Context: an optimization exercise on an open-source flow, tuned for small area, a short achievable clock period and few clock cycles per item. The choices shown serve that exercise and are no tape-out recipe. At most, simulation tests tie the RTL to the original design; equivalence was not proved. For runs 2 and 3, only the layout was checked, not whether the RTL still works. Power and IR drop assume default switching activity.

==> flow/design.v, too long to show whole: its modules and the start of the top module <==
// module alu_core: 898 lines
// module alu_fa: 4 lines
// module alu_ha: 4 lines
// module alu_booth: 16 lines
// module alu_arbiter: 86 lines
module alu_arbiter
#(
  parameter int WIDTH   = 32,
  parameter int MUL_LAT = 3
) (
  input  logic             clk,
  input  logic             rst_n,
  input  logic             req0_valid,
  output logic             req0_ready,
  input  logic [2:0]       req0_op,
  input  logic [WIDTH-1:0] req0_a,
  input  logic [WIDTH-1:0] req0_b,
  input  logic             req1_valid,
  output logic             req1_ready,
  input  logic [2:0]       req1_op,
  input  logic [WIDTH-1:0] req1_a,
  input  logic [WIDTH-1:0] req1_b,
  output logic             resp_valid,
  input  logic             resp_ready,
  output logic             resp_id,
  output logic [WIDTH-1:0] resp_data,
  output logic             resp_zero,
  output logic             resp_neg
);
  // ...
==> flow/flow/run.sh <==
#!/bin/bash
# Layout: the standard ORFS flow (standard.sh), unchanged except for
# make-variable settings: a larger setup repair target (the SDC, clock period
# and I/O delays are untouched), plain buffers on the ports, and clock tree
# synthesis without dummy loads.
set -euo pipefail
bash standard.sh \
  SETUP_SLACK_MARGIN=6.75 \
  "BUFFER_PORTS_ARGS=-buffer_cell sky130_fd_sc_hd__buf_1" \
  "CTS_ARGS=-sink_clustering_enable -repair_clock_nets -dont_use_dummy_load" \
  finish > standard_flow.log 2>&1
==> flow/standard.sh <==
#!/bin/bash
# synth_recipe.tcl (not shown) runs the flow's synth.tcl, then flattens the netlist and writes it again
# the make line also repeats each setting of config.mk as NAME=value (left out here)
make -C /OpenROAD-flow-scripts/flow DESIGN_CONFIG=/design/flow/config.mk WORK_HOME=/design/flow/orfs CLKGATE_MAP_FILE= SYNTH_SCRIPT=/design/flow/synth_recipe.tcl "${@:-finish}"
==> flow/config.mk <==
export PLATFORM = sky130hd
export DESIGN_NAME = alu_arbiter
export DESIGN_NICKNAME = alu_arbiter
export VERILOG_FILES = /design/flow/design.v
export SDC_FILE = /design/flow/constraint.sdc
export NUM_CORES = 4
export LEC_CHECK = 0
export CAP_MARGIN = 20
export CORE_MARGIN = 2
export CORE_UTILIZATION = 65
export PLACE_DENSITY = 0.75
export SLEW_MARGIN = 20
export SYNTH_HIERARCHICAL = 1
export SYNTH_MINIMUM_KEEP_SIZE = 0
==> flow/constraint.sdc <==
create_clock -name core_clock -period 12.5 [get_ports {clk}]
set_input_delay 2.5000 -clock core_clock [delete_from_list [all_inputs] [get_ports {clk}]]
set_output_delay 2.5000 -clock core_clock [all_outputs]
set_load 0.01 [all_outputs]
==> results.txt, run 1 <==
measured slew at the worst slew-check pin: 1100 ps
internal power: 2.64 mW
multi-input logic area: 14100 um^2
Hold Crit Depth: 1
Row Count: 61
CP Launch Type: primary input
Die Wd: 171 um
largest net degree at the start of global routing: 47
clk pwr: 0.440 mW
Cell Area, Synth: 18200 um^2
clock sinks: 151
most frequent cells in the layout: 281 x xnor2_1, 253 x a22oi_1, 238 x fa_1
Sequential cell area: 3450 um^2
Adder-Cell Fraction of Synth Area: 0.310
Tmin final: 5730 ps
Critical R2R Launch: one_q[4]
P_comb: 3.93 mW
post-synth top area share: 0.266
Synth Flop Type: dfxtp_1
Peak VDD IR: 246 uV
crit path capture type: output port
Inverters: 12
post-detailed-routing wire length: 56.9 mm
crit path cell chain: buf_2 -> nand2b_4 -> and4_1 -> buf_1
via count: 15097
FF+latch count: 151
Post-synth top cells: 282 x xnor2_1, 257 x a22oi_1, 242 x fa_1, 121 x clkbuf_1, 114 x dfxtp_1
Post-DRT Antenna Nets: 0
Top power group: combinational cells
crit path max fanout: 3
DP HPWL: 38.7 mm
Reg power frac: 0.148
depth of the most critical reg-to-reg path: 17
Hold Violations, Final: 0
Post-Synth XOR/XNOR Area: 0.147
Initial Utilization: 0.657
drt pass-1 iters: 8
global routing's busiest layer: met2
post-CTS setup buffers: 1
status: no timing/DRC/antenna violations
initial drt markers: 1931
drt wl/cell: 25.8 um
Metal-1 WL: 21.7 mm
Testbench counts, summed over its fixed seeds: cycles 4,016, items 4,000.
==> module alu_arbiter, before the edit <==
module alu_arbiter
#(
  parameter int WIDTH   = 32,
  parameter int MUL_LAT = 3
) (
  input  logic             clk,
  input  logic             rst_n,
  input  logic             req0_valid,
  output logic             req0_ready,
  input  logic [2:0]       req0_op,
  input  logic [WIDTH-1:0] req0_a,
  input  logic [WIDTH-1:0] req0_b,
  input  logic             req1_valid,
  output logic             req1_ready,
  input  logic [2:0]       req1_op,
  input  logic [WIDTH-1:0] req1_a,
  input  logic [WIDTH-1:0] req1_b,
  output logic             resp_valid,
  input  logic             resp_ready,
  output logic             resp_id,
  output logic [WIDTH-1:0] resp_data,
  output logic             resp_zero,
  output logic             resp_neg
);
  logic last_grant, cv, cid, en, acc0, acc1, acc;
  logic [2:0] op_g;
  logic [31:0] a_g, b_g, bm_g, by_g, y;
  logic cin_q, f_q;
  logic [31:0] a_q, by_q;
  logic [15:0] one_g, two_g, neg_g, one_q, two_q, neg_q;
  logic cin_g, f_g;
  assign en         = ~resp_valid | resp_ready;
  assign req0_ready = cv & ~cid & en & (last_grant | ~req1_valid);
  assign req1_ready = cv &  cid & en & (~last_grant | ~req0_valid);
  assign acc0       = req0_valid & req0_ready;
  assign acc1       = req1_valid & req1_ready;
  assign acc        = acc0 | acc1;
  assign op_g = cid ? req0_op : req1_op;
  assign a_g  = cid ? req0_a  : req1_a;
  assign b_g  = cid ? req0_b  : req1_b;
  always_comb begin
    cin_g = 1'b0;
    f_g   = 1'b0;
    bm_g  = 32'd1;
    by_g  = '0;
    case (op_g)
      alu_pkg::ALU_MUL: bm_g = b_g;
      alu_pkg::ALU_SHL: bm_g = 32'd1 << b_g[4:0];
      alu_pkg::ALU_OR:  by_g = b_g & ~a_g;
      alu_pkg::ALU_SUB, alu_pkg::ALU_CMP: begin cin_g = 1'b1; by_g = ~b_g; end
      alu_pkg::ALU_CMM: begin cin_g = 1'b1; f_g = 1'b1; by_g = ~b_g; end
      alu_pkg::ALU_CME: begin f_g = 1'b1; by_g = ~b_g; end
      default: by_g = b_g;
    endcase
  end
  always_ff @(posedge clk or negedge rst_n) begin
    if (!rst_n) begin
      last_grant <= 1'b1;
      cid        <= 1'b0;
      cv         <= 1'b0;
      resp_valid <= 1'b0;
    end else begin
      if (acc) last_grant <= acc1;
      cid <= ~cid;
      cv  <= cid ? req0_valid : req1_valid;
      if (en) resp_valid <= acc;
    end
  end
  always_ff @(posedge clk) begin
    a_q   <= a_g;
    one_q <= one_g;
    two_q <= two_g;
    neg_q <= neg_g;
    by_q  <= by_g;
    cin_q <= cin_g;
    f_q   <= f_g;
    if (en) begin
      resp_data <= y;
      resp_id   <= cid;
    end
  end
  alu_booth u_booth (.b(bm_g), .one(one_g), .two(two_g), .neg(neg_g));
  alu_core u_core (.a(a_q), .one(one_q), .two(two_q), .neg(neg_q), .by(by_q), .cin(cin_q), .f(f_q), .y(y));
  assign resp_zero = resp_data == '0;
  assign resp_neg  = resp_data[WIDTH-1];
endmodule
==> inputs of run 2 (changes only) <==
--- a/flow/design.v
+++ b/flow/design.v
@@ -833,17 +833,16 @@
   alu_fa u_s524 (.a(c460), .b(s461), .c(s395), .s(s524), .co(c525));
   wire s526, c527;
   alu_fa u_s526 (.a(c462), .b(s463), .c(s399), .s(s526), .co(c527));
   wire s528, c529;
   alu_fa u_s528 (.a(c464), .b(s465), .c(s403), .s(s528), .co(c529));
   wire s530;
   alu_fa u_s530 (.a(c466), .b(s467), .c(s406), .s(s530), .co());
   logic [31:0] ms, mc, s;
-  logic flag;
   assign ms[0] = s468;
   assign mc[0] = pp_0_0;
   assign ms[1] = c469;
   assign mc[1] = s470;
   assign ms[2] = c471;
   assign mc[2] = s472;
   assign ms[3] = c473;
   assign mc[3] = s474;
@@ -899,18 +898,18 @@
   assign mc[28] = s524;
   assign ms[29] = c525;
   assign mc[29] = s526;
   assign ms[30] = c527;
   assign mc[30] = s528;
   assign ms[31] = c529;
   assign mc[31] = s530;
   assign s = ms + mc;
-  assign flag = (a[31] ~^ by[31]) ? a[31] : s[31];
-  assign y = f ? {31'b0, flag} : s;
+  assign y[31:1] = f ? 31'b0 : s[31:1];
+  assign y[0] = (f & (a[31] ^ by[31])) ? s[31] : (f ? a[31] : s[0]);
 endmodule
 module alu_fa (input logic a, b, c, output logic s, co);
   assign s  = a ^ b ^ c;
   assign co = (a & b) | (a & c) | (b & c);
 endmodule
 module alu_ha (input logic a, b, output logic s, co);
   assign s  = a ^ b;
   assign co = a & b;
@@ -950,26 +949,26 @@
   input  logic [WIDTH-1:0] req1_b,
   output logic             resp_valid,
   input  logic             resp_ready,
   output logic             resp_id,
   output logic [WIDTH-1:0] resp_data,
   output logic             resp_zero,
   output logic             resp_neg
 );
-  logic last_grant, cv, cid, en, acc0, acc1, acc;
+  logic last_grant, cap0, cap1, cid, en, acc0, acc1, acc;
   logic [2:0] op_g;
   logic [31:0] a_g, b_g, bm_g, by_g, y;
   logic cin_q, f_q;
   logic [31:0] a_q, by_q;
   logic [15:0] one_g, two_g, neg_g, one_q, two_q, neg_q;
   logic cin_g, f_g;
   assign en         = ~resp_valid | resp_ready;
-  assign req0_ready = cv & ~cid & en & (last_grant | ~req1_valid);
-  assign req1_ready = cv &  cid & en & (~last_grant | ~req0_valid);
+  assign req0_ready = cap0 & en & (last_grant | ~req1_valid);
+  assign req1_ready = cap1 & en & (~last_grant | ~req0_valid);
   assign acc0       = req0_valid & req0_ready;
   assign acc1       = req1_valid & req1_ready;
   assign acc        = acc0 | acc1;
   assign op_g = cid ? req0_op : req1_op;
   assign a_g  = cid ? req0_a  : req1_a;
   assign b_g  = cid ? req0_b  : req1_b;
   always_comb begin
     cin_g = 1'b0;
@@ -985,22 +984,24 @@
       alu_pkg::ALU_CME: begin f_g = 1'b1; by_g = ~b_g; end
       default: by_g = b_g;
     endcase
   end
   always_ff @(posedge clk or negedge rst_n) begin
     if (!rst_n) begin
       last_grant <= 1'b1;
       cid        <= 1'b0;
-      cv         <= 1'b0;
+      cap0       <= 1'b0;
+      cap1       <= 1'b0;
       resp_valid <= 1'b0;
     end else begin
       if (acc) last_grant <= acc1;
       cid <= ~cid;
-      cv  <= cid ? req0_valid : req1_valid;
+      cap0 <= cid & req0_valid;
+      cap1 <= ~cid & req1_valid;
       if (en) resp_valid <= acc;
     end
   end
   always_ff @(posedge clk) begin
     a_q   <= a_g;
     one_q <= one_g;
     two_q <= two_g;
     neg_q <= neg_g;
==> run 2 against run 1 <==
  * Still clean
  * Wire length increased by 2.1%
  * Sequential power up 1%
  * Die area is 1.0% higher
  * Critical path type is now flip-flop to flip-flop
==> results.txt, run 2 <==
Seq cells post-synth: 152
asr flop ratio synth: 0.0329
Yosys cell types: 72
post-detailed-routing wire length: 58.1 mm (+2.1%)
unrepaired setup endpoints after global routing: true
worst min path class: flip-flop to flip-flop
number of synthesized flops with an enable pin: 33
largest net degree at the start of global routing: 71 (+51%)
sequential fraction of the synthesis area: 0.185
CORE AREA: 27900 um^2
Cell Pwr Density: 256 nW/um^2
post-placement cell area: 19000 um^2
Worst slew margin: 0.383
Synth Flop Type: dfxtp_1
Die ar.: 29700 um^2
Post-synth top cells: 279 x xnor2_1, 256 x a22oi_1, 242 x fa_1, 119 x clkbuf_1, 114 x dfxtp_1
crit path max fanout: 16 (+13)
fraction of layout cells with a size suffix above 1: 0.0971
Post-DRT Antenna Nets: 0 (unchanged)
post-synth top area share: 0.263 (-0.00282)
Setup Skew: 32.9 ps
crit path capture type: flip-flop
f_max: 175 MHz
Setup CP Type: flip-flop to flip-flop
antenna violations before repair: 0
TritonCTS clock tree: built
ant diodes: 0
Cell Area, Synth: 18400 um^2 (+1.1%)
fin crit share: 0.457
clock latency (worst-skew pair): 440 ps
most frequent cells in the layout: 276 x xnor2_1, 248 x a22oi_1, 239 x fa_1
measured slew at the worst slew-check pin: 917 ps (-180 ps)
Top Ports: 177
gr ovfl total: 0
Num CTS Buffers: 17
first-pass GRT wire length: 85.7 mm
status: no timing/DRC/antenna violations
count of buffers from port buffering: 176
clock sinks: 152 (+0.66%)
syn_area_per_cell: 9.87 um^2
Placed Cells: 2261
Die Wd: 172 um (+0.52%)
DP HPWL: 40.1 mm (+3.7%)
via count: 15780 (+4.5%)
P_leak: 7.89 nW
setup TNS: 0 ps
Hold Violations, Final: 0 (unchanged)
Tot GR Track Use: 0.387
area grow syn2layout: 9.04%
initial drt markers: 2423 (+25%)
Root Driver: clkbuf_16
count of non-filler cells in the finished layout: 2293
vias in the first global route: 15262
drt pass-1 iters: 8 (unchanged)
commonest non-fill, non-tap cell in the layout: xnor2_1
Ys Warns: 8
max_cap viols: 0
Critical Path AT: 5870 ps
Mapped Cells: 1863
Peak VDD IR: 206 uV (-16%)
Die Y: 172 um
H-tree levels: 4
leading registers by flop count: a_q: 32 flops, by_q: 32 flops, resp_data: 32 flops
Slew Viols, Final: 0
Syn Nets: 2307
Initial Utilization: 0.660 (+0.00341)
most frequent cell after synthesis: xnor2_1
clk slew on worst S/H paths: 80 ps
largest cells by area after synthesis: fa_1 26%, xnor2_1 13%, dfxtp_1 12%
nets: 2361
fill count: 1975
Max clock buf depth: 2
gp weighted congestion: 0.986
routed vias/inst: 6.88
Final Setup Violations: 0
CP required: 12660 ps
design area: 20100 um^2
Tmin final: 5710 ps (-21.1 ps)
Row Count: 61 (unchanged)
DRC viols: 0
Yosys top cell by area: fa_1
CP Launch Type: flip-flop
drt wl/cell: 25.3 um (-1.9%)
-- run 2: final timing paths --
check,to,start,cells after the start,slack (ps)
min in group asynchronous,cap0,rst_n,1,1900
worst max register to register,resp_data[29],one_q[0],16,6790
max in group asynchronous,last_grant,rst_n,1,10330
worst min-delay path,last_grant,last_grant,2,470
worst min register to register,last_grant,last_grant,2,470
worst max-delay path,resp_data[29],one_q[0],16,6790
-- run 2: worst max-delay path, cell delays in order, from the launching register on --
cell and delay (ps):
dfxtp_2 350, buf_12 160, a22oi_2 210, xnor2_1 170
ha_1 290, fa_1 550, fa_1 440, fa_1 430
fa_1 560, fa_1 430, ha_1 380, nand2_1 180
or3_1 420, nor2_1 110, a21oi_1 170, o221ai_1 230
mux2_2 360
-- run 2: kinds of logic (layout without fill, tap and decap cells) --
logic type,after synthesis,after routing,share of synthesized area
AND/OR/NAND/NOR,288,289,0.0779
flip-flops,152,152,0.185
buffers and inverters,249,300,0.0580
multiplexers,73,73,0.0424
adder cells (fa/ha/maj),307,307,0.307
AO/OA/AOI/OAI,494,494,0.187
XOR/XNOR,300,300,0.143
-- run 2: final cells by class --
class	instances	area, um^2	area share
Inverter	57	214	0.0107
Tap cell	378	473	0.0236
Sequential cell	152	3490	0.174
Clock buffer	17	425	0.0212
Timing Repair Buffer	226	1320	0.0660
Multi-Input combinational cell	1463	14100	0.704
-- run 2: metrics by stage --
step | total power, mW | util | setup WS (ps) | hold WS [ps]
2_1_floorplan | 3.40 | - | 6780 | 441
3_3_place_gp | 4.18 | 0.681 | 6220 | 455
3_5_place_dp | 4.27 | 0.681 | 6130 | 462
4_1_cts | 4.78 | 0.702 | 6710 | 473
5_1_grt | 5.54 | 0.720 | 6690 | 500
6_report | 5.13 | 0.720 | 6790 | 474
-- run 2: repair_timing --
action / in CTS / in global routing
setup endpoints to repair: 14 / 9
gates resized for setup: 48 / 80
setup buffers: 1 / 9
cloned: 1 / 4
pin swaps: 3 / 18
hold buffers: 0 / 0
-- run 2: modules after synthesis, one instance, submodules excluded --
module,cells inside,cell area (um^2)
alu_core,991,6920
alu_arbiter,521,5710
alu_booth,78,544
alu_fa,1,20.0
alu_ha,1,12.5
-- run 2: metal layers --
| metal | vias up | global-route usage | share of wire |
|---|---|---|---|
| li1 | 6610 | - | - |
| met1 | 7474 | 0.528 | 0.38 |
| met2 | 1408 | 0.589 | 0.44 |
| met3 | 288 | 0.0950 | 0.13 |
| met4 | 0 | 0.167 | 0.058 |
| met5 | - | 0 | 0 |
-- run 2: power by group --
group	internal, mW	total [mW]	switching, mW
Sequential	0.689	0.768	0.0788
Clock	0.236	0.434	0.197
Combinational	1.71	3.93	2.22
Total	2.63	5.13	2.49
==> inputs of run 3 (changes only) <==
--- a/flow/flow/run.sh
+++ b/flow/flow/run.sh
@@ -6,5 +6,5 @@
 set -euo pipefail
 bash standard.sh \
-  SETUP_SLACK_MARGIN=6.75 \
+  SETUP_SLACK_MARGIN=6.9 \
   "BUFFER_PORTS_ARGS=-buffer_cell sky130_fd_sc_hd__buf_1" \
   "CTS_ARGS=-sink_clustering_enable -repair_clock_nets -dont_use_dummy_load" \
==> run 3 against run 2 <==
  * First-iteration DRC count shrank 9.1%
  * Sequential share of layout area shrank 0.39 points
  * Clock skew down 13 ps
  * Die area did not move
  * Sequential power about the same
  * Area after synthesis unchanged
  * Register-to-register slack improved by 190 ps
  * Final area rose by 3.2%
  * Maximum frequency is 2.2% higher
  * Sequential cell count did not move
  * Critical endpoint is now req0_ready
  * Cell count grew 1.1%
  * Clock power fell by 2%
==> results.txt, run 3 <==
number of synthesized flops with an enable pin: 33 (unchanged)
Critical-path top delay cell: and3_4
Hold Violations, Final: 0 (unchanged)
Cell Pwr Density: 277 nW/um^2 (+8.5%)
design area: 20700 um^2 (+3.2%)
Die Wd: 172 um (unchanged)
Placed Cells: 2262 (+0.044%)
Yosys top cell by area: fa_1
Setup Skew: 19.6 ps (-13.3 ps)
post-placement cell area: 19000 um^2 (about the same)
Tmin final: 5590 ps (-124 ps)
Synth Flop Type: dfxtp_1
first-pass GRT wire length: 91.0 mm (+6.2%)
fill count: 1985 (+0.51%)
Die ar.: 29700 um^2 (unchanged)
crit path max fanout: 4 (-12)
antenna violations before repair: 0 (unchanged)
CP Launch Type: primary input
Setup CP Type: primary input to output port
vias in the first global route: 15678 (+2.7%)
Tot GR Track Use: 0.415 (+0.0285)
measured slew at the worst slew-check pin: 843 ps (-73.1 ps)
post-detailed-routing wire length: 61.4 mm (+5.6%)
Mapped Cells: 1863 (unchanged)
gp weighted congestion: 0.957 (-2.9%)
multi-input logic area: 14400 um^2 (+2.0%)
max incr delay on CP: 180 ps (-380 ps)
CP required: 10000 ps (-2660 ps)
crit path capture type: output port
DRC viols: 0 (unchanged)
Yosys cell types: 72 (unchanged)
Slew Viols, Final: 0 (unchanged)
sequential fraction of the synthesis area: 0.185 (unchanged)
Die Y: 172 um (unchanged)
clock latency (worst-skew pair): 440 ps (about the same)
fraction of layout cells with a size suffix above 1: 0.139 (+0.0415)
Cell Area, Synth: 18400 um^2 (unchanged)
Post-DRT Antenna Nets: 0 (unchanged)
gr ovfl total: 0 (unchanged)
drt wl/cell: 26.5 um (+4.4%)
most frequent cells in the layout: 272 x xnor2_1, 243 x a22oi_1, 224 x fa_1
Post-synth top cells: 279 x xnor2_1, 256 x a22oi_1, 242 x fa_1, 119 x clkbuf_1, 114 x dfxtp_1
clock sinks: 152 (unchanged)
count of non-filler cells in the finished layout: 2319 (+1.1%)
DP HPWL: 41.2 mm (+2.6%)
Root Driver: clkbuf_16
f_max: 179 MHz (+2.2%)
cell family with most CP delay: simple AND/OR/NAND/NOR gates
Final Setup Violations: 0 (unchanged)
initial drt markers: 2203 (-9.1%)
largest net degree at the start of global routing: 69 (-2.8%)
CTS Hold Buffers Added: 0 (unchanged)
Ys Warns: 8 (unchanged)
syn_area_per_cell: 9.87 um^2 (unchanged)
largest cells by area after synthesis: fa_1 26%, xnor2_1 13%, dfxtp_1 12%
P_leak: 8.11 nW (+2.8%)
via count: 15908 (+0.81%)
ant diodes: 0 (unchanged)
asr flop ratio synth: 0.0329 (unchanged)
setup TNS: 0 ps (unchanged)
Top Ports: 177 (unchanged)
leading registers by flop count: a_q: 32 flops, by_q: 32 flops, resp_data: 32 flops
Initial Utilization: 0.660 (unchanged)
Hold Slack: 474 ps (+0.126 ps)
crit path cell chain: buf_4 -> nand2b_4 -> and3_4 -> buf_6
Syn Nets: 2307 (unchanged)
routed vias/inst: 6.86 (-0.32%)
commonest non-fill, non-tap cell in the layout: xnor2_1
Seq cells post-synth: 152 (unchanged)
clk slew on worst S/H paths: 70 ps (about the same)
nets: 2387 (+1.1%)
post-synth top area share: 0.263 (unchanged)
unrepaired setup endpoints after global routing: true
CORE AREA: 27900 um^2 (unchanged)
count of buffers from port buffering: 176 (unchanged)
TritonCTS clock tree: built
max_cap viols: 0 (unchanged)
worst min path class: flip-flop to flip-flop
Num CTS Buffers: 17 (unchanged)
Peak VDD IR: 345 uV (+67%)
drt pass-1 iters: 8 (unchanged)
Critical Path AT: 3090 ps (-2780 ps)
Sequential cell area: 3520 um^2 (+0.86%)
Worst slew margin: 0.432 (+0.0493)
Max clock buf depth: 2 (unchanged)
most frequent cell after synthesis: xnor2_1
H-tree levels: 4 (unchanged)
fin crit share: 0.447 (-0.00988)
Final Total Pwr: 5.74 mW (+12%)
area grow syn2layout: 12.5%
status: no timing/DRC/antenna violations
Row Count: 61 (unchanged)
Buffers & Inverters on Critical Path: 2 (+1)
## run 3: metal layers
metal / track usage / share of wire / up-vias
met4: 0.213 / 0.055 / 0
met1: 0.533 / 0.36 / 7644
met2: 0.640 / 0.45 / 1321
met5: 0 / 0 / -
met3: 0.124 / 0.13 / 278
li1: - / - / 6665
## run 3: cells by family (layout without fill, tap and decap cells)
group,Yosys count,in the layout,share of synthesized area
AOI/OAI and AO/OA,494,494,0.187
adders and majority gates,307,307,0.307
xor gates and xnor gates,300,300,0.143
and+or+nand+nor,288,289,0.0779
buffers and inverters,249,326,0.0580
DFF,152,152,0.185
muxes,73,73,0.0424
## run 3: what timing repair did
action,4_1_cts,5_1_grt
cloned,6,2
setup endpoints to repair,15,11
setup buffers,12,20
pin swaps,14,49
resized for setup,111,99
## run 3: where the power goes
group	internal (mW)	total (mW)	switching [mW]
registers	0.688	0.765	0.0766
logic	2.03	4.55	2.52
clock network	0.236	0.424	0.189
total	2.95	5.74	2.79
## run 3: final cells by class
class	count	share of cell area
Inverter	57	0.0103
Sequential cell	152	0.170
Clock buffer	17	0.0206
Timing Repair Buffer	252	0.0797
Multi-Input combinational cell	1463	0.696
Tap cell	378	0.0229
## run 3: worst paths after layout
path / startpoint / end / slack [ps] / depth (start not counted)
min in group asynchronous: rst_n / cap1 / 1890 / 1
min: last_grant / last_grant / 470 / 2
max in group asynchronous: rst_n / last_grant / 10340 / 1
min reg2reg: last_grant / last_grant / 470 / 2
max reg2reg: one_q[0] / resp_data[29] / 6980 / 16
max: resp_ready / req0_ready / 6910 / 4
## run 3: metrics by stage
stage	util	setup slack, ps
6_report	0.743	6910
3_5_place_dp	0.682	6050
3_3_place_gp	0.682	6110
5_1_grt	0.743	6800
2_1_floorplan	-	6890
4_1_cts	0.720	6900
## run 3: modules after synthesis (local to each module, per instance)
module | times used | cells inside | cell area (um^2) | flip-flops and latches
alu_fa | 241 | 1 | 20.0 | 0
alu_booth | 1 | 78 | 544 | 0
alu_arbiter | 1 | 521 | 5710 | 152
alu_ha | 32 | 1 | 12.5 | 0
alu_core | 1 | 991 | 6920 | 0
## run 3: worst reg2reg max path, cell delays in order (launching register included)
cell and delay [ps]:
dfxtp_2 350, buf_12 160, a22oi_2 210, xnor2_1 160
ha_1 280, fa_1 570, fa_1 460, fa_1 430
fa_1 490, fa_1 510, ha_4 340, nand2_2 100
or3_4 410, o2bb2ai_1 180, a21oi_2 90, o221ai_2 200
mux2_2 360

-- separate check: timing with driven ports --
How much do the figures lean on ideal ports? The routed layouts below were timed once more, with nothing changed but the port constraints. Step 1: set_driving_cell puts a clkbuf_16 on clk and a buf_2 on each other input, an assumption about the parent block. Step 2 moves the port delays by t, midway between the first and last clock arrival at a register: inputs arrive t later, outputs are due t later. That takes back most of the time a late clock gives input paths. a / b / c = ideal / step 1 / step 2; a / b = the first two.
run	t, ns	slack for setup (ns)	hold slack, ns	slew at the worst register clock pin (ns)	worst data-port slew with drivers (ns)
run 1	0.476	6.769 / 6.747 / 6.747	0.574 / 0.574 / 0.574	0.08 / 0.08	0.05
run 2	0.475	6.790 / 6.790 / 6.790	0.474 / 0.474 / 0.474	0.08 / 0.08	0.04
run 3	0.484	6.914 / 6.892 / 6.892	0.474 / 0.474 / 0.474	0.07 / 0.07	0.05
After both steps every run listed still meets setup and hold.
